From an optimization exercise on the open Yosys and OpenROAD flow, aimed at small area, a short achievable clock period and few clock cycles per item; shortcuts taken in it are not production practice.
The RTL was checked by simulation tests, not by an equivalence proof against the original design.
Power figures rest on the tool's default switching activity, not on a simulated workload.

### flow/design.v
`timescale 1ns/1ns
module tile_writer
(
	input  logic clk,
	input  logic reset,
	input  logic [64-1:0] in_data,
	input  logic in_empty_n,
	output logic in_read,
	input  logic wr_room,
	output logic take,
	output logic [8*8-1:0] wr_hi,
	output logic [8*8-1:0] wr_lo,
	output logic [64-1:0] wr_data
);
	function automatic logic [5:0] cvt_loc(input logic [2:0] b, input logic [11:0] t, input logic [5:0] n);
		logic [5:0] r;
		r = '0;
		if (t[0]) r = r | {n[5], n[4], n[3], n[2], n[1], n[0]};
		if (t[1]) r = r | {n[0], n[3] ^ b[2], n[2] ^ b[1], n[1] ^ b[0], n[5], n[4]};
		if (t[2]) r = r | {n[4], n[2] ^ b[1] ^ b[2], n[1] ^ b[0] ^ b[1], n[5] ^ b[0], n[0], n[3] ^ b[2]};
		if (t[3]) r = r | {n[3] ^ b[2], n[1] ^ b[0] ^ b[1] ^ b[2], n[5] ^ b[0] ^ b[1], n[0] ^ b[0], n[4], n[2] ^ b[1] ^ b[2]};
		if (t[4]) r = r | {n[2] ^ b[1] ^ b[2], n[5] ^ b[0] ^ b[1] ^ b[2], n[0] ^ b[0] ^ b[1], n[4] ^ b[0], n[3] ^ b[2], n[1] ^ b[0] ^ b[1] ^ b[2]};
		if (t[5]) r = r | {n[1] ^ b[0] ^ b[1] ^ b[2], n[0] ^ b[0] ^ b[1] ^ b[2], n[4] ^ b[0] ^ b[1], n[3] ^ b[0] ^ b[2], n[2] ^ b[1] ^ b[2], n[5] ^ b[0] ^ b[1] ^ b[2]};
		if (t[6]) r = r | {n[5] ^ b[0] ^ b[1] ^ b[2], n[4] ^ b[0] ^ b[1] ^ b[2], n[3] ^ b[0] ^ b[1] ^ b[2], n[2] ^ b[0] ^ b[1] ^ b[2], n[1] ^ b[0] ^ b[1] ^ b[2], n[0] ^ b[0] ^ b[1] ^ b[2]};
		if (t[7]) r = r | {n[0] ^ b[0] ^ b[1] ^ b[2], n[3] ^ b[0] ^ b[1], n[2] ^ b[0] ^ b[2], n[1] ^ b[1] ^ b[2], n[5] ^ b[0] ^ b[1] ^ b[2], n[4] ^ b[0] ^ b[1] ^ b[2]};
		if (t[8]) r = r | {n[4] ^ b[0] ^ b[1] ^ b[2], n[2] ^ b[0], n[1] ^ b[2], n[5] ^ b[1] ^ b[2], n[0] ^ b[0] ^ b[1] ^ b[2], n[3] ^ b[0] ^ b[1]};
		if (t[9]) r = r | {n[3] ^ b[0] ^ b[1], n[1], n[5] ^ b[2], n[0] ^ b[1] ^ b[2], n[4] ^ b[0] ^ b[1] ^ b[2], n[2] ^ b[0]};
		if (t[10]) r = r | {n[2] ^ b[0], n[5], n[0] ^ b[2], n[4] ^ b[1] ^ b[2], n[3] ^ b[0] ^ b[1], n[1]};
		if (t[11]) r = r | {n[1], n[0], n[4] ^ b[2], n[3] ^ b[1], n[2] ^ b[0], n[5]};
		cvt_loc = r;
	endfunction
	function automatic logic [8-1:0] dec3(input logic [2:0] x);
		dec3 = 8'(1) << x;
	endfunction
	logic [6-1:0] tk_n;
	logic [6-1:0] tk_n1;
	logic [11:0] tk_t;
	logic tk_wrap;
	logic [2:0] tk_k;
	assign take = in_read & in_empty_n;
	assign tk_wrap = (tk_n == '1);
	always_ff @(posedge clk or posedge reset) begin
		if (reset) begin
			in_read <= 1'b0;
			tk_n <= '0;
			tk_n1 <= 6'(1);
			tk_t <= 12'd1;
		end else begin
			in_read <= wr_room;
			if (take) begin
				if (tk_wrap) begin
					tk_n <= '0;
					tk_n1 <= 6'(1);
					tk_t <= {tk_t[10:0], tk_t[11]};
				end else begin
					tk_n <= tk_n1;
					tk_n1 <= tk_n1 + 1'b1;
				end
			end
		end
	end
	assign tk_k = tk_n[4:2];
	always_ff @(posedge clk) begin
		for (int b = 0; b < 8; b++) begin
			wr_data[b*8 +: 8] <=
				in_data[(8-1-(b ^ tk_k))*8 +: 8];
		end
	end
	for (genvar b = 0; b < 8; b++) begin : g_addr
		logic [6-1:0] wa;
		assign wa = cvt_loc(3'(b), tk_t, tk_n);
		always_ff @(posedge clk or posedge reset) begin
			if (reset) begin
				wr_hi[b*8 +: 8] <= '0;
			end else begin
				wr_hi[b*8 +: 8] <= take ? dec3(wa[5:3]) : '0;
			end
		end
		always_ff @(posedge clk) begin
			wr_lo[b*8 +: 8] <= dec3(wa[2:0]);
		end
	end
endmodule
`timescale 1ns/1ns
module tile_buffer
(
	input  logic clk,
	input  logic [8*8-1:0] wr_hi,
	input  logic [8*8-1:0] wr_lo,
	input  logic [64-1:0] wr_data,
	input  logic [8*8-1:0] rd_hi,
	input  logic [8*8-1:0] rd_lo,
	output logic [64-1:0] rd_data
);
	localparam int DEPTH = 64;
	logic [8-1:0] mem [0:8-1][0:DEPTH-1];
	for (genvar b = 0; b < 8; b++) begin : g_bank
		logic [8-1:0] whi;
		logic [8-1:0] wlo;
		logic [8-1:0] hi;
		logic [8-1:0] lo;
		logic [8-1:0] grp [0:8-1];
		assign whi = wr_hi[b*8 +: 8];
		assign wlo = wr_lo[b*8 +: 8];
		assign hi = rd_hi[b*8 +: 8];
		assign lo = rd_lo[b*8 +: 8];
		for (genvar a = 0; a < DEPTH; a++) begin : g_ent
			always_ff @(posedge clk) begin
				if (whi[a / 8] && wlo[a % 8]) begin
					mem[b][a] <= wr_data[b*8 +: 8];
				end
			end
		end
		always_comb begin
			for (int h = 0; h < 8; h++) begin
				grp[h] = '0;
				for (int l = 0; l < 8; l++) begin
					grp[h] = grp[h] | (mem[b][h*8 + l] & {8{lo[l]}});
				end
			end
			rd_data[b*8 +: 8] = '0;
			for (int h = 0; h < 8; h++) begin
				rd_data[b*8 +: 8] = rd_data[b*8 +: 8] |
					(grp[h] & {8{hi[h]}});
			end
		end
	end
endmodule
`timescale 1ns/1ns
module transpose_reader
(
	input  logic clk,
	input  logic reset,
	input  logic take,
	input  logic wr_en,
	output logic wr_room,
	input  logic [64-1:0] rd_data,
	output logic [8*8-1:0] rd_hi,
	output logic [8*8-1:0] rd_lo,
	input  logic out_full_n,
	output logic [64-1:0] out_data,
	output logic out_last,
	output logic out_write
);
	function automatic logic [5:0] cvt_loc(input logic [2:0] b, input logic [11:0] t, input logic [5:0] n);
		logic [5:0] r;
		r = '0;
		if (t[0]) r = r | {n[5], n[4], n[3], n[2], n[1], n[0]};
		if (t[1]) r = r | {n[0], n[3] ^ b[2], n[2] ^ b[1], n[1] ^ b[0], n[5], n[4]};
		if (t[2]) r = r | {n[4], n[2] ^ b[1] ^ b[2], n[1] ^ b[0] ^ b[1], n[5] ^ b[0], n[0], n[3] ^ b[2]};
		if (t[3]) r = r | {n[3] ^ b[2], n[1] ^ b[0] ^ b[1] ^ b[2], n[5] ^ b[0] ^ b[1], n[0] ^ b[0], n[4], n[2] ^ b[1] ^ b[2]};
		if (t[4]) r = r | {n[2] ^ b[1] ^ b[2], n[5] ^ b[0] ^ b[1] ^ b[2], n[0] ^ b[0] ^ b[1], n[4] ^ b[0], n[3] ^ b[2], n[1] ^ b[0] ^ b[1] ^ b[2]};
		if (t[5]) r = r | {n[1] ^ b[0] ^ b[1] ^ b[2], n[0] ^ b[0] ^ b[1] ^ b[2], n[4] ^ b[0] ^ b[1], n[3] ^ b[0] ^ b[2], n[2] ^ b[1] ^ b[2], n[5] ^ b[0] ^ b[1] ^ b[2]};
		if (t[6]) r = r | {n[5] ^ b[0] ^ b[1] ^ b[2], n[4] ^ b[0] ^ b[1] ^ b[2], n[3] ^ b[0] ^ b[1] ^ b[2], n[2] ^ b[0] ^ b[1] ^ b[2], n[1] ^ b[0] ^ b[1] ^ b[2], n[0] ^ b[0] ^ b[1] ^ b[2]};
		if (t[7]) r = r | {n[0] ^ b[0] ^ b[1] ^ b[2], n[3] ^ b[0] ^ b[1], n[2] ^ b[0] ^ b[2], n[1] ^ b[1] ^ b[2], n[5] ^ b[0] ^ b[1] ^ b[2], n[4] ^ b[0] ^ b[1] ^ b[2]};
		if (t[8]) r = r | {n[4] ^ b[0] ^ b[1] ^ b[2], n[2] ^ b[0], n[1] ^ b[2], n[5] ^ b[1] ^ b[2], n[0] ^ b[0] ^ b[1] ^ b[2], n[3] ^ b[0] ^ b[1]};
		if (t[9]) r = r | {n[3] ^ b[0] ^ b[1], n[1], n[5] ^ b[2], n[0] ^ b[1] ^ b[2], n[4] ^ b[0] ^ b[1] ^ b[2], n[2] ^ b[0]};
		if (t[10]) r = r | {n[2] ^ b[0], n[5], n[0] ^ b[2], n[4] ^ b[1] ^ b[2], n[3] ^ b[0] ^ b[1], n[1]};
		if (t[11]) r = r | {n[1], n[0], n[4] ^ b[2], n[3] ^ b[1], n[2] ^ b[0], n[5]};
		cvt_loc = r;
	endfunction
	function automatic logic [6-1:0] need_occ(input logic [6-1:0] n);
		case (n)
			6'd0: need_occ = 6'd29;
			6'd1: need_occ = 6'd60;
			6'd2: need_occ = 6'd27;
			6'd3: need_occ = 6'd58;
			6'd4: need_occ = 6'd25;
			6'd5: need_occ = 6'd56;
			6'd6: need_occ = 6'd23;
			6'd7: need_occ = 6'd54;
			6'd8: need_occ = 6'd21;
			6'd9: need_occ = 6'd52;
			6'd10: need_occ = 6'd19;
			6'd11: need_occ = 6'd50;
			6'd12: need_occ = 6'd17;
			6'd13: need_occ = 6'd48;
			6'd14: need_occ = 6'd15;
			6'd15: need_occ = 6'd46;
			6'd16: need_occ = 6'd14;
			6'd17: need_occ = 6'd45;
			6'd18: need_occ = 6'd12;
			6'd19: need_occ = 6'd43;
			6'd20: need_occ = 6'd10;
			6'd21: need_occ = 6'd41;
			6'd22: need_occ = 6'd8;
			6'd23: need_occ = 6'd39;
			6'd24: need_occ = 6'd6;
			6'd25: need_occ = 6'd37;
			6'd26: need_occ = 6'd4;
			6'd27: need_occ = 6'd35;
			6'd28: need_occ = 6'd2;
			6'd29: need_occ = 6'd33;
			6'd30: need_occ = 6'd0;
			6'd31: need_occ = 6'd31;
			6'd32: need_occ = 6'd0;
			6'd33: need_occ = 6'd30;
			6'd34: need_occ = 6'd0;
			6'd35: need_occ = 6'd28;
			6'd36: need_occ = 6'd0;
			6'd37: need_occ = 6'd26;
			6'd38: need_occ = 6'd0;
			6'd39: need_occ = 6'd24;
			6'd40: need_occ = 6'd0;
			6'd41: need_occ = 6'd22;
			6'd42: need_occ = 6'd0;
			6'd43: need_occ = 6'd20;
			6'd44: need_occ = 6'd0;
			6'd45: need_occ = 6'd18;
			6'd46: need_occ = 6'd0;
			6'd47: need_occ = 6'd16;
			6'd48: need_occ = 6'd0;
			6'd49: need_occ = 6'd15;
			6'd50: need_occ = 6'd0;
			6'd51: need_occ = 6'd13;
			6'd52: need_occ = 6'd0;
			6'd53: need_occ = 6'd11;
			6'd54: need_occ = 6'd0;
			6'd55: need_occ = 6'd9;
			6'd56: need_occ = 6'd0;
			6'd57: need_occ = 6'd7;
			6'd58: need_occ = 6'd0;
			6'd59: need_occ = 6'd5;
			6'd60: need_occ = 6'd0;
			6'd61: need_occ = 6'd3;
			6'd62: need_occ = 6'd0;
			6'd63: need_occ = 6'd1;
			default: need_occ = 6'd0;
		endcase
	endfunction
	function automatic logic [8-1:0] dec3(input logic [2:0] x);
		dec3 = 8'(1) << x;
	endfunction
	logic [6-1:0] rd_n;
	logic [6-1:0] rd_n1;
	logic [11:0] rd_t1;
	logic [11:0] rd_t1_nx;
	logic rd_wrap;
	logic [6:0] occ;
	logic [6:0] pend;
	logic [6-1:0] need;
	logic rd_ok;
	logic adv;
	logic rd;
	logic s1_valid;
	logic s1_last;
	logic [64-1:0] s1_data;
	logic [2:0] s1_p;
	logic [64-1:0] packed_word;
	assign rd_ok = {1'b0, occ} >= {2'b00, need};
	assign adv = ~out_write | out_full_n;
	assign rd = adv & rd_ok;
	always_ff @(posedge clk or posedge reset) begin
		if (reset) begin
			occ <= '0;
			pend <= '0;
		end else begin
			if (wr_en != rd) begin
				occ <= wr_en ? occ + 1'b1 : occ - 1'b1;
			end
			if (take != rd) begin
				pend <= take ? pend + 1'b1 : pend - 1'b1;
			end
		end
	end
	assign wr_room = ~(~rd & ((pend == 7'd64) | ((pend == 7'd63) & take)));
	assign rd_wrap = (rd_n == '1);
	assign rd_t1_nx = {rd_t1[10:0], rd_t1[11]};
	always_ff @(posedge clk or posedge reset) begin
		if (reset) begin
			rd_n <= '0;
			rd_n1 <= 6'(1);
			rd_t1 <= 12'd2;
			need <= need_occ('0);
		end else if (rd) begin
			if (rd_wrap) begin
				rd_n <= '0;
				rd_n1 <= 6'(1);
				rd_t1 <= rd_t1_nx;
				need <= need_occ('0);
			end else begin
				rd_n <= rd_n1;
				rd_n1 <= rd_n1 + 1'b1;
				need <= need_occ(rd_n1);
			end
		end
	end
	for (genvar b = 0; b < 8; b++) begin : g_addr
		logic [6-1:0] ra0;
		logic [6-1:0] ra_nx;
		assign ra0 = cvt_loc(3'(b), 12'd2, '0);
		assign ra_nx = rd_wrap ? cvt_loc(3'(b), rd_t1_nx, '0) : cvt_loc(3'(b), rd_t1, rd_n1);
		always_ff @(posedge clk or posedge reset) begin
			if (reset) begin
				rd_hi[b*8 +: 8] <= dec3(ra0[5:3]);
				rd_lo[b*8 +: 8] <= dec3(ra0[2:0]);
			end else if (rd) begin
				rd_hi[b*8 +: 8] <= dec3(ra_nx[5:3]);
				rd_lo[b*8 +: 8] <= dec3(ra_nx[2:0]);
			end
		end
	end
	always_ff @(posedge clk or posedge reset) begin
		if (reset) begin
			s1_valid <= 1'b0;
			s1_last <= 1'b0;
		end else if (adv) begin
			s1_valid <= rd_ok;
			s1_last <= rd_ok & rd_wrap;
		end
	end
	always_ff @(posedge clk) begin
		if (adv) begin
			s1_data <= rd_data;
			s1_p <= rd_n[3:1];
		end
	end
	always_comb begin
		for (int k = 0; k < 8; k++) begin
			packed_word[(8-1-k)*8 +: 8] =
				s1_data[(3'(k) ^ s1_p)*8 +: 8];
		end
	end
	always_ff @(posedge clk or posedge reset) begin
		if (reset) begin
			out_write <= 1'b0;
			out_last <= 1'b0;
		end else if (adv) begin
			out_write <= s1_valid;
			out_last <= s1_last;
		end
	end
	always_ff @(posedge clk or posedge reset) begin
		if (reset) begin
			out_data <= '0;
		end else if (adv) begin
			out_data <= packed_word;
		end
	end
endmodule
`timescale 1ns/1ns
module ifmap_converter
(
	input  logic clk,
	input  logic reset,
	input  logic [64-1:0] in_data,
	input  logic in_empty_n,
	output logic in_read,
	input  logic out_full_n,
	output logic [64-1:0] out_data,
	output logic out_last,
	output logic out_write
);
	logic take;
	logic wr_en;
	logic [8*8-1:0] wr_hi;
	logic [8*8-1:0] wr_lo;
	logic [64-1:0] wr_data;
	logic wr_room;
	logic [8*8-1:0] rd_hi;
	logic [8*8-1:0] rd_lo;
	logic [64-1:0] rd_data;
	tile_writer writer_i (
		.clk(clk),
		.reset(reset),
		.in_data(in_data),
		.in_empty_n(in_empty_n),
		.in_read(in_read),
		.wr_room(wr_room),
		.take(take),
		.wr_hi(wr_hi),
		.wr_lo(wr_lo),
		.wr_data(wr_data)
	);
	always_ff @(posedge clk or posedge reset) begin
		if (reset) begin
			wr_en <= 1'b0;
		end else begin
			wr_en <= take;
		end
	end
	tile_buffer buffer_i (
		.clk(clk),
		.wr_hi(wr_hi),
		.wr_lo(wr_lo),
		.wr_data(wr_data),
		.rd_hi(rd_hi),
		.rd_lo(rd_lo),
		.rd_data(rd_data)
	);
	transpose_reader reader_i (
		.clk(clk),
		.reset(reset),
		.take(take),
		.wr_en(wr_en),
		.wr_room(wr_room),
		.rd_data(rd_data),
		.rd_hi(rd_hi),
		.rd_lo(rd_lo),
		.out_full_n(out_full_n),
		.out_data(out_data),
		.out_last(out_last),
		.out_write(out_write)
	);
endmodule
### flow/run.sh
#!/bin/bash
# synth_recipe.tcl (not shown) runs the flow's synth.tcl, then flattens the netlist and writes it again
# the make line also repeats each setting of config.mk as NAME=value (left out here)
make -C /OpenROAD-flow-scripts/flow DESIGN_CONFIG=/design/flow/config.mk WORK_HOME=/design/flow/orfs CLKGATE_MAP_FILE= SYNTH_SCRIPT=/design/flow/synth_recipe.tcl finish
### flow/constraint.sdc
create_clock -name core_clock -period 5.0 [get_ports {clk}]
set_input_delay 1.0000 -clock core_clock [delete_from_list [all_inputs] [get_ports {clk}]]
set_output_delay 1.0000 -clock core_clock [all_outputs]
set_load 0.01 [all_outputs]
### flow/config.mk
export PLATFORM = sky130hd
export DESIGN_NAME = ifmap_converter
export DESIGN_NICKNAME = ifmap_converter
export VERILOG_FILES = /design/flow/design.v
export SDC_FILE = /design/flow/constraint.sdc
export NUM_CORES = 4
export LEC_CHECK = 0
export CAP_MARGIN = 20
export CORE_MARGIN = 2
export CORE_UTILIZATION = 45
export CTS_CLUSTER_DIAMETER = 100
export CTS_CLUSTER_SIZE = 20
export SETUP_SLACK_MARGIN = 2.3
export SLEW_MARGIN = 20
==> key figures, run 1 <==
CTS
  • Number of buffers created by CTS: 270
  • Cts hold-fix bufs: 0
  • CTS clk-pin slew, worst paths: 0.09 ns
  • Skew-Pair Late Insertion Delay: 1.00 ns
  • CTS HTree Levels: 5
  • Root Buffer: clkbuf_16
  • TritonCTS clock tree: built
  • Bufs on Longest Clock Path: 4
  • Clk sinks: around 4.6k

Synth
  • Mapped Area: 0.175 sq mm
  • Post-synth ARST share: 0.0714
  • Syn Nets: approximately 10k
  • Syn_area_per_cell: roughly 17 sq um
  • Synth Flop Type: edfxtp_1
  • Sequential share of the synthesized area: 0.778
  • Synth cell types: 86
  • Post-Syn Instances: a little over 10k
  • Yosys reg bits: 4621
  • Number of flops mapped to enable cells by yosys: 4163
  • Ys Warns: 13

Pwr
  • Pleak: 58.4 nW
  • Switching share of total power: 0.298
  • Comb pwr share: 0.147
  • Pint: roughly 64 mW
  • Power Total: 91.1 mW
  • Clock power frac: 0.252
  • Power Density: 477 mW/mm^2
  • Max rail drop VDD: 0.447 mV
  • Sequential power share: 0.601
  • Net switching power: 27.1 mW

GRT
  • Routing usage on met2: 0.401
  • Total track usage: 0.256
  • Largest net degree at the start of global routing: roughly 110
  • Initial antenna violation count: 41
  • Met1 Track Usage GR: 0.359
  • Routing usage on met3: 0.0461
  • First-pass GRT wire length: 724000 microns
  • Global route hottest layer: met2
  • GR Overflow Total: 0
  • Vias in the first global route: 96.0k

Floorplanning
  • Core box area: 0.386 sq mm
  • Die H: roughly 630 microns
  • Chip Width: 627 microns
  • Die area: about 0.39 sq mm
  • # rows: between 200 and 250
  • Starting Density: 0.452
  • Num ports: between 100 and 150

Setup path
  • Most used cell, CP: nand4_1
  • Bufs and invs on worst path: 1
  • Worst EP required: 5.51 ns
  • Crit-path cells: buf_12 -> a22oi_1 -> nand4_1 -> a22oi_2 -> nand4_1
  • CP Launch Type: register
  • CP delay by family, top: simple AND/OR/NAND/NOR gates
  • CP Class: reg -> reg
  • Slowest stage delay, CP: 0.64 ns
  • Critical-path top delay cell: nand4_1
  • Flop-to-flop setup slack: 2.24 ns
  • Crit path DAT: 3.27 ns
  • Crit path capture type: register
  • Crit path max fanout: 29

Placed design
  • Port bufs: 134
  • DPL Wire Length: 317000 microns
  • RD Place Congestion: 0.903
  • Cell area after placement: 0.181 sq mm

Final layout
  • Multi-input gate area: 0.0364 sq mm
  • Share of post-route cells with drive strength above 1: 0.103
  • Fill count: about 31k
  • Register area: 0.136 sq mm
  • Fin area: 0.191 sq mm
  • Nets: 10.4k
  • Area added between synthesis and finish: 9.33%

STA
  • Max Freq: 0.362 GHz
  • Slew margin rel.: 0.266
  • Post-route minimum period: 2.76 ns
  • Final Hold Viols: 0
  • Worst Tran Pin Value: 1.07 ns
  • Max-slew violation count: 0
  • TNS Setup: 0 ns
  • Clock Skews: approximately 0.066 ns
  • Period utilisation layout: 0.552
  • RSZ-0062 raised after global routing: true
  • # setup viols final: 0

Hold path
  • Worst min path class: in -> async

Drt
  • Via count: 101k
  • Initial drt markers: 14.0k
  • WL per Instance: ~33 microns
  • Drt total wl: 518000 microns
  • Antenna Nets Post-Route: 0
  • DRC Markers: 0
  • Pre-Repair DR Iteration Count: 8
  • Vias per cell: 6.45

Flow run
  • Max_cap viols: 0

Outcome
  • Outcome: timing/DRC/antenna clean
path summary, 6_finish.rpt:
path | start | end | cells after the start
max in group asynchronous | reset | reader_i.rd_lo[49] | 3
max | reader_i.rd_lo[48] | reader_i.s1_data[48] | 5
min reg2reg | reader_i.s1_valid | reader_i.out_write | 1
min in group core_clock | reader_i.s1_valid | reader_i.out_write | 1
min | reset | reader_i.out_data[7] | 2
max reg2reg | reader_i.rd_lo[48] | reader_i.s1_data[48] | 5
cells by family (layout without fill, tap and decap cells):
| logic type | after synthesis | after routing | share of synthesized area |
|---|---|---|---|
| flops | 4621 | 4621 | 0.778 |
| compound gates | 2802 | 2802 | 0.119 |
| simple gates | 1829 | 1830 | 0.0580 |
| buf+inv | 712 | 815 | 0.0159 |
| mux | 285 | 285 | 0.0261 |
| fa+ha+maj | 27 | 27 | 0.00202 |
| xor+xnor | 14 | 14 | 0.000745 |
| other cells | 0 | 73 | 0 |
sequential cells by signal (all words and copies together) (netlist names), 3 cells and up:
name               count
buffer_i.mem        4096
reader_i.out_data     64
reader_i.rd_hi        64
reader_i.rd_lo        64
reader_i.s1_data      64
writer_i.wr_data      64
writer_i.wr_hi        64
writer_i.wr_lo        64
reader_i.rd_t1        12
writer_i.tk_t         12
reader_i.occ           7
reader_i.pend          7
reader_i.need          6
reader_i.rd_n1         6
reader_i.rd_n          6
writer_i.tk_n1         6
writer_i.tk_n          6
reader_i.s1_p          3
through the flow:
stage                     setup WS, ns  utilization  std cells  hold slack, ns
after floorplan                 -0.387            -      10300           0.435
after global placement            1.09        0.470      15100           0.465
after detailed placement          1.23        0.470      15100           0.453
after CTS                         2.12        0.492      15500           0.427
after global routing              2.23        0.495      15600           0.479
final                             2.24        0.495      15600           0.462
per-layer routing:
| metal | wire (microns) | vias up |
|---|---|---|
| met5 | 215 | - |
| met2 | 241000 | 5455 |
| li1 | - | 42100 |
| met4 | 20800 | 24 |
| met3 | 50500 | 799 |
| met1 | 205000 | 52500 |
cell usage in the layout, fill, tap and decap left out, types with 46 or more instances in the layout:
cell type        netlist  routed
clkbuf_1             430     103
a32o_1                57      57
clkbuf_16              0     279
clkdlybuf4s50_1        0      67
mux4_2               128     128
a22o_1                52      52
nand4_1              583     583
dfrtp_2                0      69
dfxtp_1              128      64
dfrtp_1              306     203
and2_1               531     531
edfxtp_1            4163    4163
a22oi_2                0      46
mux2i_1               81      81
buf_4                  1     143
mux2_2                76      76
a22oi_1             2329    2283
diode_2                0      73
nand2_1              302     301
o21ai_0              177     171
nor2_1               225     220
worst reg2reg max path: cells and delay by family, from the launching register on:
kind | cells | cell delay [ns]
and+or+nand+nor | 2 | 0.84
DFF | 1 | 0.58
AOI/OAI and AO/OA | 2 | 0.65
buffers and inverters | 1 | 0.23
cell type report:
class / count / share of cell area
Clock buffer: 379 / 0.0381
Multi-Input combinational cell: 4958 / 0.191
Tap cell: 5175 / 0.0339
Clock inverter: 30 / 0.00229
Timing Repair Buffer: 361 / 0.0193
Sequential cell: 4621 / 0.714
Antenna cell: 73 / 0.000957
Inverter: 45 / 0.000931
synth_stat cells, types with 58 or more instances:
cell type     n  area share
a22oi_1    2329        0.10
and2_1      531       0.019
buf_1       175      0.0038
buf_2        58      0.0017
clkbuf_1    430      0.0092
dfrtp_1     306       0.044
dfxtp_1     128       0.015
edfxtp_1   4163        0.72
mux2_2       76      0.0049
mux2i_1      81      0.0046
mux4_2      128       0.017
nand2_1     302      0.0065
nand4_1     583       0.021
nor2_1      225      0.0048
o21ai_0     177      0.0051
repair_timing:
| item | CTS | global route |
|---|---|---|
| setup endpoints to repair | 317 | 211 |
| pin swaps | 28 | 29 |
| buffers inserted | 24 | 37 |
| gates cloned | 2 | 4 |
| gates resized for setup | 337 | 89 |
power by group through the flow:
stage	clock [mW]	sequential (mW)	combinational (mW)
finish	22.9	54.7	13.4
global route	24.3	55.1	14.1
floorplan	0	52.9	6.83
global placement	0	55.3	12.5
CTS	23.0	54.7	12.9
detailed placement	0	55.6	12.8
Testbench counts, summed over its fixed seeds: cycles 8,704, tiles 128.
==> inputs of run 2 (changes only) <==
--- a/flow/config.mk
+++ b/flow/config.mk
@@ -10,5 +10,4 @@
 export CORE_UTILIZATION = 45
 export CTS_CLUSTER_DIAMETER = 100
 export CTS_CLUSTER_SIZE = 20
-export SETUP_SLACK_MARGIN = 2.3
 export SLEW_MARGIN = 20
==> run 2 against run 1 <==
Still clean on timing, DRC and antenna. Clock-buffer cell count grew 7. Non-clock buffer count decreased by 33. Sequential power is essentially flat. Critical path type unchanged. Largest cell class unchanged.
==> key figures, run 2 <==
Drt
  • Drt total wl: 514000 microns
  • Pre-Repair DR Iteration Count: 8
  • Vias per cell: 6.41
  • Via count: 101k
  • WL per Instance: 32.8 microns
  • DRC Markers: 0
  • Initial drt markers: ~14k
  • Antenna Nets Post-Route: 0

CTS
  • TritonCTS clock tree: built
  • Bufs on Longest Clock Path: 4
  • CTS HTree Levels: 5
  • Cts hold-fix bufs: 0
  • Clk sinks: ~4.6k
  • CTS clk-pin slew, worst paths: 0.09 ns
  • Number of buffers created by CTS: 271
  • Post-CTS Setup Inserts: 0
  • Skew-Pair Late Insertion Delay: just under 1 ns
  • CTS resizes: 0
  • Root Buffer: clkbuf_16

Synth
  • Syn Nets: 10.4k
  • Synth Flop Type: edfxtp_1
  • Syn_area_per_cell: 17.0 sq um
  • Synth cell count leaders: edfxtp_1 (4163), a22oi_1 (2329), nand4_1 (583), and2_1 (531), clkbuf_1 (430)
  • Number of flops mapped to enable cells by yosys: 4163
  • Count leader, synth: edfxtp_1
  • Synth top area cells: edfxtp_1 (72%), a22oi_1 (10%), dfrtp_1 (4.4%), nand4_1 (2.1%), and2_1 (1.9%)
  • Yosys reg bits: 4621
  • Synth cell types: 86
  • Sequential share of the synthesized area: 0.778
  • Post-Syn Instances: 10.3k
  • Post-synth ARST share: 0.0714
  • Leading area contributor after synthesis: edfxtp_1
  • Mapped Area: between 0.15 and 0.2 sq mm
  • Post-synth top area share: 0.716
  • Ys Warns: 13

Placed design
  • RD Place Congestion: slightly above 0.9
  • DPL Wire Length: 321000 microns
  • Dpl ws: 1.34 ns
  • Port bufs: 134
  • Post-placement cell count: 15.1k

Final layout
  • Area added between synthesis and finish: 8.75%
  • Top reg by flops: buffer_i.mem
  • Fill count: 31.7k
  • Register area: 0.136 sq mm
  • Finished Layout Cells: about 16k
  • Largest register FFs: about 4k
  • Commonest cells after routing, fill and taps aside: edfxtp_1 (4163), a22oi_1 (2329), nand4_1 (583), and2_1 (531), nand2_1 (302)
  • Nets: 10.3k
  • Leading cell type in the layout, fill and taps excluded: edfxtp_1
  • Share of post-route cells with drive strength above 1: 0.0856
  • Core Util, Final: 0.492
  • Multi-input gate area: 0.0360 sq mm

GRT
  • Largest net degree at the start of global routing: 89
  • Initial antenna violation count: 57
  • Total track usage: 0.255
  • Vias in the first global route: 95.7k
  • GR Overflow Total: 0
  • First-pass GRT wire length: 723000 microns

Floorplanning
  • Num ports: 135
  • # rows: ~230
  • Chip Width: approximately 630 microns
  • Die H: 627 microns
  • Starting Density: 0.452
  • Die area: 0.393 sq mm
  • Core box area: 0.386 sq mm

Setup path
  • Crit path capture type: register
  • CP delay by family, top: compound AO/OA/AOI/OAI gates
  • Most used cell, CP: nand2b_1
  • CP Class: reg -> reg
  • Crit path max fanout: 32
  • Reg-to-Reg Start: reader_i.rd_n1[5]
  • Critical Path Start: reader_i.rd_n1[5]
  • Slowest stage delay, CP: 1.09 ns
  • R2r worst-path depth: 6
  • RR Endpoint: reader_i.rd_lo[27]
  • CP Depth: 6
  • Crit-path cells: nand2b_1 -> o2111ai_1 -> or3_1 -> o21ai_0 -> nand2b_1 -> o31ai_1
  • Critical-path top delay cell: dfrtp_1
  • Setup crit end: reader_i.rd_lo[27]
  • Bufs and invs on worst path: 0
  • Crit path DAT: 4.32 ns
  • Worst EP required: 5.81 ns
  • Flop-to-flop setup slack: about 1.5 ns
  • CP Launch Type: register

Pwr
  • Pint: 63.7 mW
  • Net switching power: approximately 27 mW
  • Clock power frac: 0.252
  • Sequential power share: 0.603
  • Power Total: between 90 and 100 mW
  • Switching share of total power: 0.299
  • Power Density: approximately 480 mW/mm^2
  • Comb pwr share: 0.145
  • Max rail drop VDD: 0.404 mV
  • Pleak: approximately 58 nW

STA
  • Post-route setup slack: 1.50 ns
  • Clock Skews: around 0.054 ns
  • Max Freq: 0.286 GHz
  • Max-slew violation count: 0
  • Worst Tran Pin Value: 1.15 ns
  • Slew margin rel.: 0.212
  • Post-route minimum period: around 3.5 ns
  • Worst hold margin: between 0.4 and 0.5 ns
  • Period utilisation layout: 0.700
  • # setup viols final: 0
  • RSZ-0062 raised after global routing: false
  • Final Hold Viols: 0

Flow run
  • Max_cap viols: 0

Outcome
  • Outcome: timing/DRC/antenna clean

Hold path
  • Hold path depth: 0
  • Worst min path class: reg -> reg
run 2: cell count changes in the layout (fill, tap and decap cells not counted), moves of 19 or more:
| cell | change |
|---|---|
| clkdlybuf4s50_1 | +67 |
| buf_6 | -34 |
| a22oi_1 | +46 |
| diode_2 | +79 |
| clkdlybuf4s15_1 | -19 |
| dfrtp_4 | -32 |
| dfrtp_1 | +44 |
| buf_4 | +34 |
| buf_2 | -29 |
| a22oi_2 | -46 |
run 2: through the flow:
step	area [sq um]	TNS (ns)
final	190000	0
after global routing	190000	0
after CTS	189000	0
after detailed placement	182000	0
after global placement	182000	0
after floorplan	175000	-118.44
run 2: worst min path at each step:
stage	from	to	slack (ns)
after floorplan	reader_i.s1_valid	reader_i.out_write	0.43
after global placement	reader_i.rd_n[4]	reader_i.rd_n[4]	0.46
after detailed placement	reader_i.need[1]	reader_i.need[1]	0.47
after CTS	reader_i.rd_n[3]	reader_i.s1_p[2]	0.48
after global routing	reader_i.rd_n[3]	reader_i.s1_p[2]	0.50
final	reader_i.rd_n[3]	reader_i.s1_p[2]	0.47
run 2: worst register-to-register path, cell delays in order, from the launching register on:
cell	delay [ns]
dfrtp_1	1.09
nand2b_1	0.21
o2111ai_1	0.18
or3_1	0.38
o21ai_0	0.82
nand2b_1	0.27
o31ai_1	0.38
run 2: layout make-up:
| type | count | area share |
|---|---|---|
| antenna | 152 | 0.00200 |
| clock buffer | 386 | 0.0388 |
| clock inverter | 25 | 0.00181 |
| inverter | 45 | 0.000936 |
| multi-input combinational | 4957 | 0.190 |
| sequential | 4621 | 0.717 |
| tap | 5175 | 0.0341 |
| timing repair buffer | 328 | 0.0158 |
run 2: routing by layer:
metal | vias up | track usage | part of all wire | routed length, microns
met2 | 5313 | 0.394 | 0.46 | 238000
met5 | - | 0 | 0.00015 | 76
met4 | 12 | 0.0975 | 0.042 | 21800
met1 | 52300 | 0.359 | 0.40 | 205000
li1 | 42100 | - | - | -
met3 | 769 | 0.0494 | 0.096 | 49300
run 2: cell families after synthesis:
family / count (synthesis) / synth area share
XOR/XNOR: 14 / 0.000745
flip-flops: 4621 / 0.778
multiplexers: 285 / 0.0261
adder cells (fa/ha/maj): 27 / 0.00202
buffers and inverters: 712 / 0.0159
AND/OR/NAND/NOR: 1829 / 0.0580
AO/OA/AOI/OAI: 2802 / 0.119
run 2: power by group through the flow:
stage               Sequential [mW]  Combinational [mW]  Clock (mW)
floorplan                      52.9                6.82           0
global placement               55.4                12.6           0
detailed placement             55.5                13.1           0
CTS                            54.7                13.1        23.0
global route                   55.1                13.9        24.3
finish                         54.7                13.2        22.9
==> inputs of run 3 (changes only) <==
--- a/flow/config.mk
+++ b/flow/config.mk
@@ -10,4 +10,5 @@
 export CORE_UTILIZATION = 45
 export CTS_CLUSTER_DIAMETER = 100
 export CTS_CLUSTER_SIZE = 20
+export SETUP_SLACK_MARGIN = 2.6
 export SLEW_MARGIN = 20
==> run 3 against run 2 <==
Still clean. Clock-buffer cell count increased by 11. Critical path depth decreased by 5. Clock power about the same. Utilization increased by 1.9 points. Synthesized cell count unchanged. Power increased by 4.1%. Critical endpoint is now out_data[17]. Highest routed layer unchanged.
==> key figures, run 3 <==
Final layout
  • Nets: 10.6k
  • Largest register FFs: 4096
  • Leading cell type in the layout, fill and taps excluded: edfxtp_1
  • Fill count: 30.9k
  • Top reg by flops: buffer_i.mem
  • Area added between synthesis and finish: 13.0%
  • Commonest cells after routing, fill and taps aside: edfxtp_1 (4163), a22oi_1 (2109), nand4_1 (583), and2_1 (531), clkbuf_16 (304)
  • Share of post-route cells with drive strength above 1: 0.162

Floorplanning
  • Die area: 0.393 sq mm
  • Chip Width: 627 microns
  • Num ports: about 140
  • Die H: 627 microns
  • Core box area: between 0.3 and 0.4 sq mm
  • # rows: between 200 and 250
  • Starting Density: 0.452

Pwr
  • Power Total: 94.5 mW
  • Pleak: 60.8 nW
  • Sequential power share: 0.577
  • Pint: 65.7 mW
  • Switching share of total power: 0.304
  • Net switching power: 28.8 mW
  • Comb pwr share: 0.179
  • Power Density: approximately 480 mW/mm^2
  • Clock power frac: 0.244
  • Max rail drop VDD: 0.424 mV

Drt
  • Initial drt markers: 14.7k
  • Via count: 103k
  • Vias per cell: 6.49
  • WL per Instance: around 34 microns
  • Pre-Repair DR Iteration Count: 8
  • Drt total wl: ~540000 microns
  • DRC Markers: 0
  • Antenna Nets Post-Route: 0

STA
  • Worst Tran Pin Value: 1.28 ns
  • Clock Skews: 0.0603 ns
  • Period utilisation layout: 0.530
  • Max Freq: 0.377 GHz
  • Worst hold margin: slightly below 0.5 ns
  • Final Hold Viols: 0
  • Max-slew violation count: 0
  • TNS Setup: 0 ns
  • RSZ-0062 raised after global routing: true
  • Post-route minimum period: 2.65 ns
  • Slew margin rel.: 0.122
  • # setup viols final: 0

Outcome
  • Outcome: timing/DRC/antenna clean

Synth
  • Mapped Area: about 0.17 sq mm
  • Post-synth ARST share: 0.0714
  • Leading area contributor after synthesis: edfxtp_1
  • Number of flops mapped to enable cells by yosys: about 4.2k
  • Synth cell types: 86
  • Syn_area_per_cell: 17.0 sq um
  • Yosys reg bits: 4621
  • Post-synth top area share: 0.716
  • Sequential share of the synthesized area: 0.778
  • Synth Flop Type: edfxtp_1
  • Synth top area cells: edfxtp_1 (72%), a22oi_1 (10%), dfrtp_1 (4.4%), nand4_1 (2.1%), and2_1 (1.9%)
  • Count leader, synth: edfxtp_1
  • Ys Warns: 13
  • Synth cell count leaders: edfxtp_1 (4163), a22oi_1 (2329), nand4_1 (583), and2_1 (531), clkbuf_1 (430)
  • Syn Nets: a little over 10k
  • Post-Syn Instances: just over 10k

GRT
  • Vias in the first global route: 97.4k
  • Largest net degree at the start of global routing: 91
  • First-pass GRT wire length: 743000 microns
  • Total track usage: 0.264
  • Initial antenna violation count: 38
  • GR Overflow Total: 0

CTS
  • Number of buffers created by CTS: between 200 and 300
  • Skew-Pair Late Insertion Delay: between 0.9 and 1 ns
  • Clk sinks: 4621
  • TritonCTS clock tree: built
  • Bufs on Longest Clock Path: 4
  • Root Buffer: clkbuf_16
  • CTS clk-pin slew, worst paths: 0.09 ns
  • CTS HTree Levels: 5

Hold path
  • Hold Path Origin: reader_i.need[1]
  • Worst min path class: reg -> reg
  • Worst Hold Path EP: reader_i.need[1]
  • Hold path depth: 2

Setup path
  • Reg-to-Reg Start: reader_i.rd_lo[52]
  • CP delay by family, top: flip-flops
  • Critical-path top delay cell: dfrtp_2
  • R2r worst-path depth: 7
  • CP Class: reg -> out
  • Crit path capture type: primary output
  • Crit-path cells: buf_6
  • Crit path DAT: ~1.7 ns
  • RR Endpoint: reader_i.s1_data[51]
  • Worst EP required: 4.00 ns
  • CP Depth: 1
  • Slowest stage delay, CP: between 0.5 and 0.6 ns
  • Crit path max fanout: 2
  • CP Launch Type: register
  • Bufs and invs on worst path: 1
  • Flop-to-flop setup slack: approximately 2.4 ns

Placed design
  • Port bufs: 134
  • RD Place Congestion: about 0.93
  • DPL Wire Length: 318000 microns

Flow run
  • Max_cap viols: 0
-- run 3: metal layers --
layer	part of all wire	wire length (microns)	vias to the layer above	track usage
met4	0.047	25100	16	0.107
li1	-	-	42700	-
met1	0.39	212000	53900	0.369
met2	0.47	251000	5886	0.415
met5	0.00026	138	-	0
met3	0.094	50800	902	0.0411
-- run 3: worst max path at each step --
stage	to	startpoint
CTS	out_data[48]	reader_i.out_data[48]
floorplan	reader_i.need[1]	reset
detailed placement	reader_i.pend[5]	out_full_n
global placement	reader_i.pend[5]	out_full_n
global route	out_data[48]	reader_i.out_data[48]
finish	out_data[17]	reader_i.out_data[17]
-- run 3: cells by family (layout without fill, tap and decap cells) --
family / count (synthesis) / count (layout) / synth area share
other: 0 / 104 / 0
DFF: 4621 / 4621 / 0.778
adders and majority gates: 27 / 27 / 0.00202
xor gates and xnor gates: 14 / 14 / 0.000745
buffers and inverters: 712 / 1071 / 0.0159
AOI/OAI and AO/OA: 2802 / 2802 / 0.119
muxes: 285 / 285 / 0.0261
and+or+nand+nor: 1829 / 1830 / 0.0580
-- run 3: repair_timing --
| item | CTS | global route |
|---|---|---|
| pin swaps | 146 | 235 |
| hold buffers | 0 | 0 |
| gates cloned | 27 | 26 |
| resized for setup | 911 | 372 |
| buffers inserted | 175 | 80 |
| setup endpoints to repair | 545 | 365 |
-- run 3: area by class of cell --
cell class | instances | area, sq um | share of cell area
Antenna cell | 104 | 260 | 0.00132
Clock buffer | 397 | 7510 | 0.0381
Clock inverter | 24 | 312 | 0.00158
Inverter | 45 | 195 | 0.000990
Multi-Input combinational cell | 4958 | 38400 | 0.195
Sequential cell | 4621 | 136000 | 0.691
Tap cell | 5175 | 6470 | 0.0328
Timing Repair Buffer | 604 | 7680 | 0.0390
Timing Repair inverter | 1 | 5.00 | 0.0000254
-- run 3: stage by stage --
stage	std cells	setup WS, ns	cell area [sq um]	util
5_1_grt	15900	2.31	197000	0.511
4_1_cts	15700	2.27	194000	0.503
6_report	15900	2.35	197000	0.511
2_1_floorplan	10300	-0.387	175000	-
3_3_place_gp	15100	1.36	181000	0.470
3_5_place_dp	15100	1.34	181000	0.470
-- run 3: power by group through the flow --
stage | Clock (mW) | Combinational [mW] | Sequential (mW)
global placement | 0 | 13.0 | 55.2
finish | 23.1 | 16.9 | 54.5
CTS | 23.2 | 15.4 | 54.4
floorplan | 0 | 6.87 | 52.9
global route | 24.5 | 17.6 | 54.8
detailed placement | 0 | 13.3 | 55.5
==> inputs of run 4 (changes only) <==
--- a/flow/design.v
+++ b/flow/design.v
@@ -8,8 +8,8 @@
 	output logic in_read,
 	input  logic wr_room,
 	output logic take,
-	output logic [8*8-1:0] wr_hi,
-	output logic [8*8-1:0] wr_lo,
+	output logic [8*8-1:0] wr_hi_n,
+	output logic [8*8-1:0] wr_lo_n,
 	output logic [64-1:0] wr_data
 );
 	function automatic logic [5:0] cvt_loc(input logic [2:0] b, input logic [11:0] t, input logic [5:0] n);
@@ -71,13 +71,13 @@
 		assign wa = cvt_loc(3'(b), tk_t, tk_n);
 		always_ff @(posedge clk or posedge reset) begin
 			if (reset) begin
-				wr_hi[b*8 +: 8] <= '0;
+				wr_hi_n[b*8 +: 8] <= '1;
 			end else begin
-				wr_hi[b*8 +: 8] <= take ? dec3(wa[5:3]) : '0;
+				wr_hi_n[b*8 +: 8] <= ~(take ? dec3(wa[5:3]) : '0);
 			end
 		end
 		always_ff @(posedge clk) begin
-			wr_lo[b*8 +: 8] <= dec3(wa[2:0]);
+			wr_lo_n[b*8 +: 8] <= ~dec3(wa[2:0]);
 		end
 	end
 endmodule
@@ -85,8 +85,8 @@
 module tile_buffer
 (
 	input  logic clk,
-	input  logic [8*8-1:0] wr_hi,
-	input  logic [8*8-1:0] wr_lo,
+	input  logic [8*8-1:0] wr_hi_n,
+	input  logic [8*8-1:0] wr_lo_n,
 	input  logic [64-1:0] wr_data,
 	input  logic [8*8-1:0] rd_hi,
 	input  logic [8*8-1:0] rd_lo,
@@ -95,18 +95,18 @@
 	localparam int DEPTH = 64;
 	logic [8-1:0] mem [0:8-1][0:DEPTH-1];
 	for (genvar b = 0; b < 8; b++) begin : g_bank
-		logic [8-1:0] whi;
-		logic [8-1:0] wlo;
+		logic [8-1:0] whi_n;
+		logic [8-1:0] wlo_n;
 		logic [8-1:0] hi;
 		logic [8-1:0] lo;
 		logic [8-1:0] grp [0:8-1];
-		assign whi = wr_hi[b*8 +: 8];
-		assign wlo = wr_lo[b*8 +: 8];
+		assign whi_n = wr_hi_n[b*8 +: 8];
+		assign wlo_n = wr_lo_n[b*8 +: 8];
 		assign hi = rd_hi[b*8 +: 8];
 		assign lo = rd_lo[b*8 +: 8];
 		for (genvar a = 0; a < DEPTH; a++) begin : g_ent
 			always_ff @(posedge clk) begin
-				if (whi[a / 8] && wlo[a % 8]) begin
+				if (!(whi_n[a / 8] || wlo_n[a % 8])) begin
 					mem[b][a] <= wr_data[b*8 +: 8];
 				end
 			end
@@ -353,8 +353,8 @@
 );
 	logic take;
 	logic wr_en;
-	logic [8*8-1:0] wr_hi;
-	logic [8*8-1:0] wr_lo;
+	logic [8*8-1:0] wr_hi_n;
+	logic [8*8-1:0] wr_lo_n;
 	logic [64-1:0] wr_data;
 	logic wr_room;
 	logic [8*8-1:0] rd_hi;
@@ -368,8 +368,8 @@
 		.in_read(in_read),
 		.wr_room(wr_room),
 		.take(take),
-		.wr_hi(wr_hi),
-		.wr_lo(wr_lo),
+		.wr_hi_n(wr_hi_n),
+		.wr_lo_n(wr_lo_n),
 		.wr_data(wr_data)
 	);
 	always_ff @(posedge clk or posedge reset) begin
@@ -381,8 +381,8 @@
 	end
 	tile_buffer buffer_i (
 		.clk(clk),
-		.wr_hi(wr_hi),
-		.wr_lo(wr_lo),
+		.wr_hi_n(wr_hi_n),
+		.wr_lo_n(wr_lo_n),
 		.wr_data(wr_data),
 		.rd_hi(rd_hi),
 		.rd_lo(rd_lo),
--- a/flow/config.mk
+++ b/flow/config.mk
@@ -10,5 +10,5 @@
 export CORE_UTILIZATION = 45
 export CTS_CLUSTER_DIAMETER = 100
 export CTS_CLUSTER_SIZE = 20
-export SETUP_SLACK_MARGIN = 2.6
+export SETUP_SLACK_MARGIN = 2.5
 export SLEW_MARGIN = 20
==> run 4 against run 3 <==
Still clean. Utilization decreased by 0.38 points. Clock-buffer cell count is 12 higher. Fmax down 4.3%. Power is 1.6% lower. Critical path depth grew 4. First-iteration DRC count is 0.24% higher. Sequential cell count did not move. Combinational power shrank 5%. Register-to-register slack worse by 0.13 ns. Clock power hardly changed. Via count hardly changed. Highest routed layer unchanged.
==> key figures, run 4 <==
Outcome
  • Outcome: timing/DRC/antenna clean

Setup path
  • Reg-to-Reg Start: reader_i.rd_lo[37]
  • Crit path DAT: 3.21 ns
  • CP Launch Type: register
  • CP Class: reg -> reg
  • Crit path capture type: register
  • Worst EP required: 5.44 ns
  • Flop-to-flop setup slack: 2.23 ns
  • RR Endpoint: reader_i.s1_data[34]
  • Crit path max fanout: 18
  • R2r worst-path depth: 5

Synth
  • Largest family of logic cells by synthesized area: compound AO/OA/AOI/OAI gates
  • Synth top area cells: edfxtp_1 (72%), a22oi_1 (10%), dfrtp_1 (3.5%), nand4_1 (2.1%), mux4_2 (1.7%)
  • Leading area contributor after synthesis: edfxtp_1
  • Post-synth ARST share: 0.0714
  • Synth Flop Type: edfxtp_1
  • Syn_area_per_cell: 16.7 sq um
  • Count leader, synth: edfxtp_1
  • Post-Synth Simple-Gate Area: 0.0512
  • Multiplexer area fraction after synthesis: 0.0269
  • Ys Warns: 13
  • Post-synth top area share: 0.719
  • Compound-Gate Fraction of Synth Area: 0.119
  • Synth cell types: 76
  • Post-Syn Instances: ~10k
  • Xor/xnor share of the synthesized area: 0.000892
  • Synth cell count leaders: edfxtp_1 (4163), a22oi_1 (2339), nor2_1 (679), nand4_1 (590), clkbuf_1 (564)
  • Mapped Area: 0.174 sq mm
  • Yosys reg bits: 4621
  • Adder-Cell Fraction of Synth Area: 0.00203
  • Number of flops mapped to enable cells by yosys: 4163
  • Syn Nets: 10.5k
  • Sequential share of the synthesized area: 0.782

GRT
  • Largest net degree at the start of global routing: 82
  • Vias in the first global route: 98.4k
  • First-pass GRT wire length: 746000 microns
  • Total track usage: 0.266
  • GR Overflow Total: 0
  • Initial antenna violation count: 37

STA
  • Slew margin rel.: 0.262
  • Clock Skews: roughly 0.048 ns
  • Max-slew violation count: 0
  • Final Hold Viols: 0
  • Post-route minimum period: 2.77 ns
  • Worst Tran Pin Value: 1.11 ns
  • # setup viols final: 0
  • Period utilisation layout: 0.554
  • Max Freq: about 0.36 GHz
  • RSZ-0062 raised after global routing: true

Hold path
  • Hold path depth: 1
  • Worst Hold Path EP: reader_i.pend[6]
  • Hold Path Origin: reader_i.pend[6]
  • Worst min path class: reg -> reg

Pwr
  • Pleak: ~59 nW
  • Max rail drop VDD: roughly 0.33 mV
  • Power Total: 93.0 mW
  • Power Density: 476 mW/mm^2

Placed design
  • Post-placement cell count: 15.0k
  • DPL Wire Length: 317000 microns
  • RD Place Congestion: about 0.9
  • Cell area after placement: approximately 0.18 sq mm
  • Port bufs: 134

Drt
  • Vias per cell: 6.55
  • Pre-Repair DR Iteration Count: 7
  • Antenna Nets Post-Route: 0
  • Via count: 103k
  • Initial drt markers: ~15k
  • Drt total wl: roughly 540000 microns
  • DRC Markers: 0
  • WL per Instance: 34.0 microns

Final layout
  • Nets: 10.6k
  • Commonest cells after routing, fill and taps aside: edfxtp_1 (4163), a22oi_1 (2110), nor2_1 (659), nand4_1 (590), nand2_1 (331)
  • Share of post-route cells with drive strength above 1: 0.156
  • Multi-input gate area: 0.0367 sq mm
  • Fin area: between 0.15 and 0.2 sq mm
  • Register area: 0.136 sq mm
  • Area added between synthesis and finish: 12.3%
  • Top reg by flops: buffer_i.mem
  • Leading cell type in the layout, fill and taps excluded: edfxtp_1
  • Fill count: 30.9k
  • Finished Layout Cells: 15.8k
  • Largest register FFs: 4096

Floorplanning
  • Core box area: between 0.3 and 0.4 sq mm
  • Starting Density: 0.451
  • Die H: 626 microns
  • Chip Width: 626 microns
  • # rows: 228
  • Num ports: 135
  • Die area: slightly below 0.4 sq mm

Flow run
  • Max_cap viols: 0

CTS
  • TritonCTS clock tree: built
  • Clk sinks: 4621
  • CTS clk-pin slew, worst paths: 0.09 ns
  • Root Buffer: clkbuf_16
  • Skew-Pair Late Insertion Delay: 0.97 ns
  • Bufs on Longest Clock Path: 4
  • Number of buffers created by CTS: 271
  • CTS HTree Levels: 5
-- run 4: kinds of logic (layout without fill, tap and decap cells) --
kind of cell,Yosys count,count (layout)
flip-flops,4621,4621
adder cells (fa/ha/maj),27,27
AO/OA/AOI/OAI,2772,2773
buffers and inverters,836,1079
XOR/XNOR,16,16
AND/OR/NAND/NOR,1837,1838
other,0,80
multiplexers,296,296
-- run 4: worst max-delay path, stage by stage, from the launching register on --
cell and delay (ns):
dfrtp_4 0.54, buf_4 0.25, a22oi_1 0.24, nand4_1 0.19
a22oi_2 0.32, nand4_1 0.66
-- run 4: worst max-delay path by stage --
stage | cells past startpoint | startpoint | slack (ns) | end
finish | 5 | reader_i.rd_lo[37] | 2.23 | reader_i.s1_data[34]
detailed placement | 8 | out_full_n | 1.10 | reader_i.rd_lo[30]
global route | 5 | reader_i.rd_lo[37] | 2.19 | reader_i.s1_data[36]
floorplan | 1 | reset | -0.33 | reader_i.need[1]
CTS | 1 | writer_i.in_read | 2.28 | in_read
global placement | 8 | out_full_n | 1.17 | reader_i.rd_lo[30]
-- run 4: power by group --
group          switching [mW]  internal, mW
clock                    12.4          10.4
sequential               5.18          48.9
combinational            10.6          5.44
total                    28.2          64.8
-- run 4: layout make-up --
cell class,count,share of cell area
tap,5060,0.0324
multi-input combinational,4950,0.188
clock buffer,409,0.0382
sequential,4621,0.698
clock inverter,23,0.00135
antenna,80,0.00102
timing repair buffer,608,0.0402
inverter,39,0.000845
-- run 4: repair_timing --
item | CTS | global route
endpoints found under the setup margin | 496 | 281
hold buffers | 0 | 0
pin swaps | 154 | 125
gates cloned | 42 | 11
setup buffers | 176 | 64
resized for setup | 819 | 192
-- run 4: layer usage --
metal / up-vias / part of all wire / track usage
met3: 966 / 0.11 / 0.0571
met4: 20 / 0.043 / 0.102
met2: 6015 / 0.46 / 0.413
met5: - / 0.00024 / 0
li1: 42700 / - / -
met1: 53700 / 0.39 / 0.368
-- run 4: metrics by stage --
stage	setup WS [ns]	hold WS [ns]	TNS, ns	util
floorplan	-0.335	0.435	-81.03	-
global placement	1.17	0.460	0	0.468
detailed placement	1.10	0.466	0	0.469
CTS	2.28	0.479	0	0.502
global route	2.19	0.507	0	0.507
finish	2.23	0.486	0	0.507
Testbench counts of run 4, summed over its fixed seeds: cycles 8,704, tiles 128.
==> inputs of run 5 (changes only) <==
--- a/flow/design.v
+++ b/flow/design.v
@@ -247,6 +247,9 @@
 	logic [64-1:0] s1_data;
 	logic [2:0] s1_p;
 	logic [64-1:0] packed_word;
+	logic s2_valid;
+	logic s2_last;
+	logic [64-1:0] s2_data;
 	assign rd_ok = {1'b0, occ} >= {2'b00, need};
 	assign adv = ~out_write | out_full_n;
 	assign rd = adv & rd_ok;
@@ -323,18 +326,32 @@
 	end
 	always_ff @(posedge clk or posedge reset) begin
 		if (reset) begin
+			s2_valid <= 1'b0;
+			s2_last <= 1'b0;
+		end else if (adv) begin
+			s2_valid <= s1_valid;
+			s2_last <= s1_last;
+		end
+	end
+	always_ff @(posedge clk) begin
+		if (adv) begin
+			s2_data <= packed_word;
+		end
+	end
+	always_ff @(posedge clk or posedge reset) begin
+		if (reset) begin
 			out_write <= 1'b0;
 			out_last <= 1'b0;
 		end else if (adv) begin
-			out_write <= s1_valid;
-			out_last <= s1_last;
+			out_write <= s2_valid;
+			out_last <= s2_last;
 		end
 	end
 	always_ff @(posedge clk or posedge reset) begin
 		if (reset) begin
 			out_data <= '0;
 		end else if (adv) begin
-			out_data <= packed_word;
+			out_data <= s2_data;
 		end
 	end
 endmodule
==> run 5 against run 4 <==
Still clean on timing, DRC and antenna. Clock-buffer cell count down 12. Sequential cell count is 66 higher. Highest routed layer unchanged. Worst hold slack worse by 0.037 ns. Clock skew is 0.019 ns higher. Sequential share of layout area is 0.55 points higher. Largest cell class unchanged. Cell count grew 1.7%. Critical endpoint is now reader_i.s1_data[56]. Global-route usage fell by 0.70 points.
==> key figures, run 5 <==
Synth
  • Synth cell count leaders: edfxtp_1 (4227), a22oi_1 (2332), nor2_1 (666), nand4_1 (592), clkbuf_1 (583)
  • Yosys reg bits: between 4k and 5k
  • Synth Flop Type: edfxtp_1
  • Syn_area_per_cell: ~17 sq um
  • Count leader, synth: edfxtp_1
  • Ys Warns: 13
  • Post-synth top area share: 0.720
  • Post-Syn Instances: 10.6k
  • Syn Nets: 10.7k
  • Number of flops mapped to enable cells by yosys: 4227
  • Synth top area cells: edfxtp_1 (72%), a22oi_1 (9.9%), dfrtp_1 (3.5%), nand4_1 (2.1%), mux4_2 (1.6%)
  • Mapped Area: approximately 0.18 sq mm
  • Sequential share of the synthesized area: 0.782
  • Post-synth ARST share: 0.0708
  • Leading area contributor after synthesis: edfxtp_1
  • Synth cell types: 92

Setup path
  • Crit-path cells: buf_4 -> buf_6 -> a22oi_2 -> nand4_1 -> a22oi_2 -> nand4_1
  • Crit path max fanout: 6
  • Slowest stage delay, CP: 0.66 ns
  • Critical-path top delay cell: nand4_1
  • Worst EP required: 5.48 ns
  • Critical Path Start: reader_i.rd_lo[57]
  • Reg-to-Reg Start: reader_i.rd_lo[57]
  • CP Launch Type: register
  • Crit path DAT: 3.19 ns
  • CP Class: reg -> reg
  • Crit path capture type: register

STA
  • Slew margin rel.: 0.272
  • # setup viols final: 0
  • Max Freq: around 0.37 GHz
  • Period utilisation layout: 0.542
  • TNS Setup: 0 ns
  • Post-route minimum period: 2.71 ns
  • RSZ-0062 raised after global routing: true
  • Post-route setup slack: 2.29 ns
  • Worst Tran Pin Value: 1.09 ns
  • Clock Skews: 0.0665 ns
  • Max-slew violation count: 0
  • Final Hold Viols: 0

Flow run
  • Max_cap viols: 0

Drt
  • DRC Markers: 0
  • Initial drt markers: roughly 14k
  • Antenna Nets Post-Route: 0
  • Top Layer Used: met5
  • Via count: 104k
  • WL met1: 209000 microns
  • Metal2 WL: 246000 microns
  • WL per Instance: roughly 34 microns
  • Wire length on met3: 57700 microns
  • Pre-Repair DR Iteration Count: 7
  • Vias per cell: 6.50
  • Drt total wl: 540000 microns

Floorplanning
  • Die area: 0.397 sq mm
  • Chip Width: 630 microns
  • Die H: between 600 and 700 microns
  • # rows: 229
  • Core box area: 0.389 sq mm
  • Starting Density: 0.453
  • Num ports: roughly 140

Pwr
  • Power Density: slightly below 500 mW/mm^2
  • Pleak: 59.8 nW
  • Max rail drop VDD: 0.426 mV

Hold path
  • Hold Path Origin: reader_i.s2_data[51]
  • Worst min path class: reg -> reg

Placed design
  • Port bufs: 134
  • RD Place Congestion: between 0.8 and 0.9
  • Dpl ws: 0.827 ns
  • DPL Wire Length: 320000 microns
  • Post-placement cell count: 15.3k

CTS
  • CTS HTree Levels: 5
  • Number of buffers created by CTS: 275
  • CTS clk-pin slew, worst paths: 0.09 ns
  • TritonCTS clock tree: built
  • Skew-Pair Late Insertion Delay: approximately 0.97 ns
  • Clk sinks: 4687
  • Cts hold-fix bufs: 0
  • Bufs on Longest Clock Path: 4
  • Root Buffer: clkbuf_16

GRT
  • GR Overflow Total: 0
  • Vias in the first global route: ~98k
  • Total track usage: 0.259
  • First-pass GRT wire length: 742000 microns
  • Largest net degree at the start of global routing: 100
  • Initial antenna violation count: 37

Final layout
  • Nets: 10.7k
  • Leading cell type in the layout, fill and taps excluded: edfxtp_1
  • Finished Layout Cells: 16.1k
  • Core Util, Final: 0.505
  • Commonest cells after routing, fill and taps aside: edfxtp_1 (4227), a22oi_1 (2154), nor2_1 (656), nand4_1 (592), nand2_1 (508)
  • Fill count: 31.4k
  • Share of post-route cells with drive strength above 1: 0.153
  • Area added between synthesis and finish: 11.6%
  • Top reg by flops: buffer_i.mem
  • Largest register FFs: 4096

Outcome
  • Outcome: timing/DRC/antenna clean
-- run 5: kinds of logic (layout without fill, tap and decap cells) --
| logic type | count (synthesis) | count (layout) | synth area share |
|---|---|---|---|
| AO/OA/AOI/OAI | 2722 | 2724 | 0.116 |
| buffers and inverters | 843 | 1003 | 0.0186 |
| other | 0 | 131 | 0 |
| XOR/XNOR | 16 | 16 | 0.000880 |
| AND/OR/NAND/NOR | 1973 | 1974 | 0.0533 |
| flip-flops | 4687 | 4687 | 0.782 |
| adder cells (fa/ha/maj) | 27 | 27 | 0.00200 |
| multiplexers | 295 | 295 | 0.0269 |
-- run 5: what timing repair did --
item,in CTS,in global routing
buffers inserted,95,106
pin swaps,95,145
gates cloned,7,40
setup endpoints to repair,451,284
resized for setup,719,239
-- run 5: area by class of cell --
cell class | instances | area [sq um] | area share
Inverter | 42 | 174 | 0.000884
Tap cell | 5197 | 6500 | 0.0331
Multi-Input combinational cell | 5036 | 36600 | 0.186
Clock inverter | 24 | 339 | 0.00172
Timing Repair Buffer | 540 | 6880 | 0.0350
Antenna cell | 131 | 328 | 0.00167
Clock buffer | 397 | 7510 | 0.0382
Sequential cell | 4687 | 138000 | 0.704
-- run 5: stage by stage --
stage	hold slack (ns)	total power [mW]	instance area [sq um]
finish	0.449	94.8	197000
global route	0.460	97.2	197000
CTS	0.429	93.5	193000
detailed placement	0.434	69.8	183000
global placement	0.437	69.2	183000
floorplan	0.422	61.1	176000
-- run 5: final timing paths --
kind	slack, ns	endpoint	depth (start not counted)
max	2.29	reader_i.s1_data[56]	6
min	0.45	reader_i.out_data[51]	2
max reg2reg	2.29	reader_i.s1_data[56]	6
min reg2reg	0.45	reader_i.out_data[51]	2
max in group asynchronous	3.10	reader_i.rd_lo[10]	3
min in group asynchronous	0.87	writer_i.tk_t[6]	2
-- run 5: routing by layer --
layer	vias to the layer above	track usage
li1	43000	-
met1	54200	0.358
met2	6139	0.395
met3	964	0.0549
met4	14	0.117
met5	-	0
-- run 5: critical path: cells and delay by family, from the launching register on --
kind,cells,cell delay [ns]
buf+inv,2,0.31
compound gates,2,0.52
flops,1,0.60
simple gates,2,0.81
-- run 5: where the power goes --
group	internal, mW	leakage [nW]	switching [mW]
combinational	5.68	12.9	9.60
sequential	50.1	43.2	6.15
clock	10.6	3.78	12.7
total	66.3	59.8	28.5
Testbench counts of run 5, summed over its fixed seeds: cycles 8,712, tiles 128.
==> inputs of run 6 (changes only) <==
--- a/flow/design.v
+++ b/flow/design.v
@@ -36,17 +36,20 @@
 	logic [6-1:0] tk_n1;
 	logic [11:0] tk_t;
 	logic tk_wrap;
+	logic in_hold;
 	logic [2:0] tk_k;
-	assign take = in_read & in_empty_n;
+	assign take = ~in_hold & in_empty_n;
 	assign tk_wrap = (tk_n == '1);
 	always_ff @(posedge clk or posedge reset) begin
 		if (reset) begin
 			in_read <= 1'b0;
+			in_hold <= 1'b1;
 			tk_n <= '0;
 			tk_n1 <= 6'(1);
 			tk_t <= 12'd1;
 		end else begin
 			in_read <= wr_room;
+			in_hold <= ~wr_room;
 			if (take) begin
 				if (tk_wrap) begin
 					tk_n <= '0;
@@ -248,10 +251,11 @@
 	logic [2:0] s1_p;
 	logic [64-1:0] packed_word;
 	logic s2_valid;
+	logic out_idle;
 	logic s2_last;
 	logic [64-1:0] s2_data;
 	assign rd_ok = {1'b0, occ} >= {2'b00, need};
-	assign adv = ~out_write | out_full_n;
+	assign adv = out_idle | out_full_n;
 	assign rd = adv & rd_ok;
 	always_ff @(posedge clk or posedge reset) begin
 		if (reset) begin
@@ -341,9 +345,11 @@
 	always_ff @(posedge clk or posedge reset) begin
 		if (reset) begin
 			out_write <= 1'b0;
+			out_idle <= 1'b1;
 			out_last <= 1'b0;
 		end else if (adv) begin
 			out_write <= s2_valid;
+			out_idle <= ~s2_valid;
 			out_last <= s2_last;
 		end
 	end
--- a/flow/config.mk
+++ b/flow/config.mk
@@ -10,5 +10,5 @@
 export CORE_UTILIZATION = 45
 export CTS_CLUSTER_DIAMETER = 100
 export CTS_CLUSTER_SIZE = 20
-export SETUP_SLACK_MARGIN = 2.5
+export SETUP_SLACK_MARGIN = 2.3
 export SLEW_MARGIN = 20
==> run 6 against run 5 <==
Still clean on timing, DRC and antenna. Sequential share of layout area grew 1.0 points. Global-route usage down 0.066 points. Fmax shrank 6.4%. Setup slack worse by 0.18 ns. Clock power about the same. Power rose by 3.8%. Cell count shrank 1.3%. Sequential power increased by 2%. First-iteration DRC count fell by 0.42%. Highest routed layer unchanged.
==> key figures, run 6 <==
Outcome
  • Outcome: timing/DRC/antenna clean

Hold path
  • Worst min path class: reg -> reg

Synth
  • Sequential share of the synthesized area: 0.783
  • Synth cell types: 81
  • Synth Flop Type: edfxtp_1
  • Post-Syn Instances: 10.5k
  • Syn_area_per_cell: 16.8 sq um

CTS
  • TritonCTS clock tree: built
  • CTS HTree Levels: 5
  • Clk sinks: approximately 4.7k
  • Cts hold-fix bufs: 0

STA
  • Post-route setup slack: 2.11 ns
  • Final Hold Viols: 0
  • Clock Skews: 0.0457 ns
  • Post-route minimum period: 2.89 ns
  • Period utilisation layout: 0.579
  • Worst Tran Pin Value: 1.22 ns
  • TNS Setup: 0 ns
  • Max Freq: about 0.35 GHz
  • RSZ-0062 raised after global routing: true

Setup path
  • Flop-to-flop setup slack: 2.11 ns
  • Crit-path cells: buf_12 -> buf_4 -> a22oi_1 -> nand4_1 -> a22oi_2 -> nand4_1
  • CP delay by family, top: simple AND/OR/NAND/NOR gates
  • Bufs and invs on worst path: 2
  • Worst EP required: ~5.4 ns
  • CP Launch Type: register

Final layout
  • Top reg by flops: buffer_i.mem
  • Area added between synthesis and finish: 10.0%
  • Leading cell type in the layout, fill and taps excluded: edfxtp_1
  • Nets: 10.5k
  • Commonest cells after routing, fill and taps aside: edfxtp_1 (4227), a22oi_1 (2247), nor2_1 (675), nand4_1 (578), nand2_1 (319)
  • Fin area: 0.194 sq mm

Flow run
  • Max_cap viols: 0

Pwr
  • Pleak: between 50 and 60 nW
  • Max rail drop VDD: roughly 0.51 mV

Drt
  • WL per Instance: around 33 microns
  • Via count: 103k
  • Initial drt markers: 14.4k

Placed design
  • Cell area after placement: between 0.15 and 0.2 sq mm
  • Port bufs: 134
  • DPL Wire Length: 324000 microns

GRT
  • Total track usage: 0.258
  • Largest net degree at the start of global routing: around 120
  • First-pass GRT wire length: 740000 microns
  • Vias in the first global route: 97.8k

Floorplanning
  • Core box area: 0.389 sq mm
  • Die H: 630 microns
  • Chip Width: 630 microns
  • Die area: ~0.40 sq mm
## run 6: cell types whose count changed in the layout (fill, tap and decap cells not counted), sizes merged, moves of 36 or more
cell | before | now
buf | 433 | 355
dlygate4sd2 | 1 | 37
diode | 131 | 87
clkbuf | 436 | 389
nand2 | 512 | 327
mux2 | 140 | 212
a32o | 71 | 27
## run 6: final timing paths
path | startpoint | end | cells past startpoint
worst max register to register | reader_i.rd_lo[61] | reader_i.s1_data[63] | 6
worst min-delay path | reader_i.s2_data[45] | reader_i.out_data[45] | 1
min in group asynchronous | reset | writer_i.tk_n[0] | 2
worst min register to register | reader_i.s2_data[45] | reader_i.out_data[45] | 1
max in group asynchronous | reset | reader_i.out_data[62] | 3
worst max-delay path | reader_i.rd_lo[61] | reader_i.s1_data[63] | 6
## run 6: stage by stage
stage          power [mW]  instances  hold WS (ns)  utilization
2_1_floorplan        64.3      10500         0.383            -
3_3_place_gp         74.2      15200         0.454        0.470
3_5_place_dp         74.9      15200         0.464        0.471
4_1_cts              98.0      15700         0.479        0.495
5_1_grt               101      15800         0.498        0.498
6_report             98.5      15900         0.486        0.498
## run 6: layer usage
metal	wire [microns]	vias to the layer above	global-route usage
met5	176	-	0
met4	24700	22	0.107
met3	50500	897	0.0483
met2	245000	5731	0.401
met1	209000	53400	0.359
li1	-	42600	-
## run 6: worst reg2reg max path: stages (launching register included)
cell and delay, ns:
dfrtp_4 0.59, buf_12 0.18, buf_4 0.19, a22oi_1 0.18, nand4_1 0.18, a22oi_2 0.24
nand4_1 0.79
## run 6: report_power, final
group,switching [mW],internal [mW]
Combinational,12.0,5.98
Sequential,6.31,50.8
Clock,12.8,10.6
Total,31.1,67.3
## run 6: repair_timing
item / in CTS / in global routing
buffers inserted: 76 / 45
pin swaps: 38 / 53
gates cloned: 7 / 0
resized for setup: 328 / 103
endpoints found under the setup margin: 402 / 149
## run 6: cell families after synthesis
group	after synthesis	share of synthesized area
DFF	4689	0.783
and+or+nand+nor	1817	0.0499
xor gates and xnor gates	16	0.000795
AOI/OAI and AO/OA	2726	0.115
adders and majority gates	27	0.00200
muxes	358	0.0310
buffers and inverters	832	0.0181
## run 6: layout make-up
| type | instances | area [sq um] |
|---|---|---|
| timing repair buffer | 465 | 4660 |
| tap | 5197 | 6500 |
| clock inverter | 33 | 514 |
| fill | 31800 | 196000 |
| antenna | 87 | 218 |
| inverter | 47 | 186 |
| sequential | 4689 | 138000 |
| multi-input combinational | 4946 | 35900 |
| clock buffer | 389 | 7400 |
Testbench counts of run 6, summed over its fixed seeds: cycles 8,712, tiles 128.
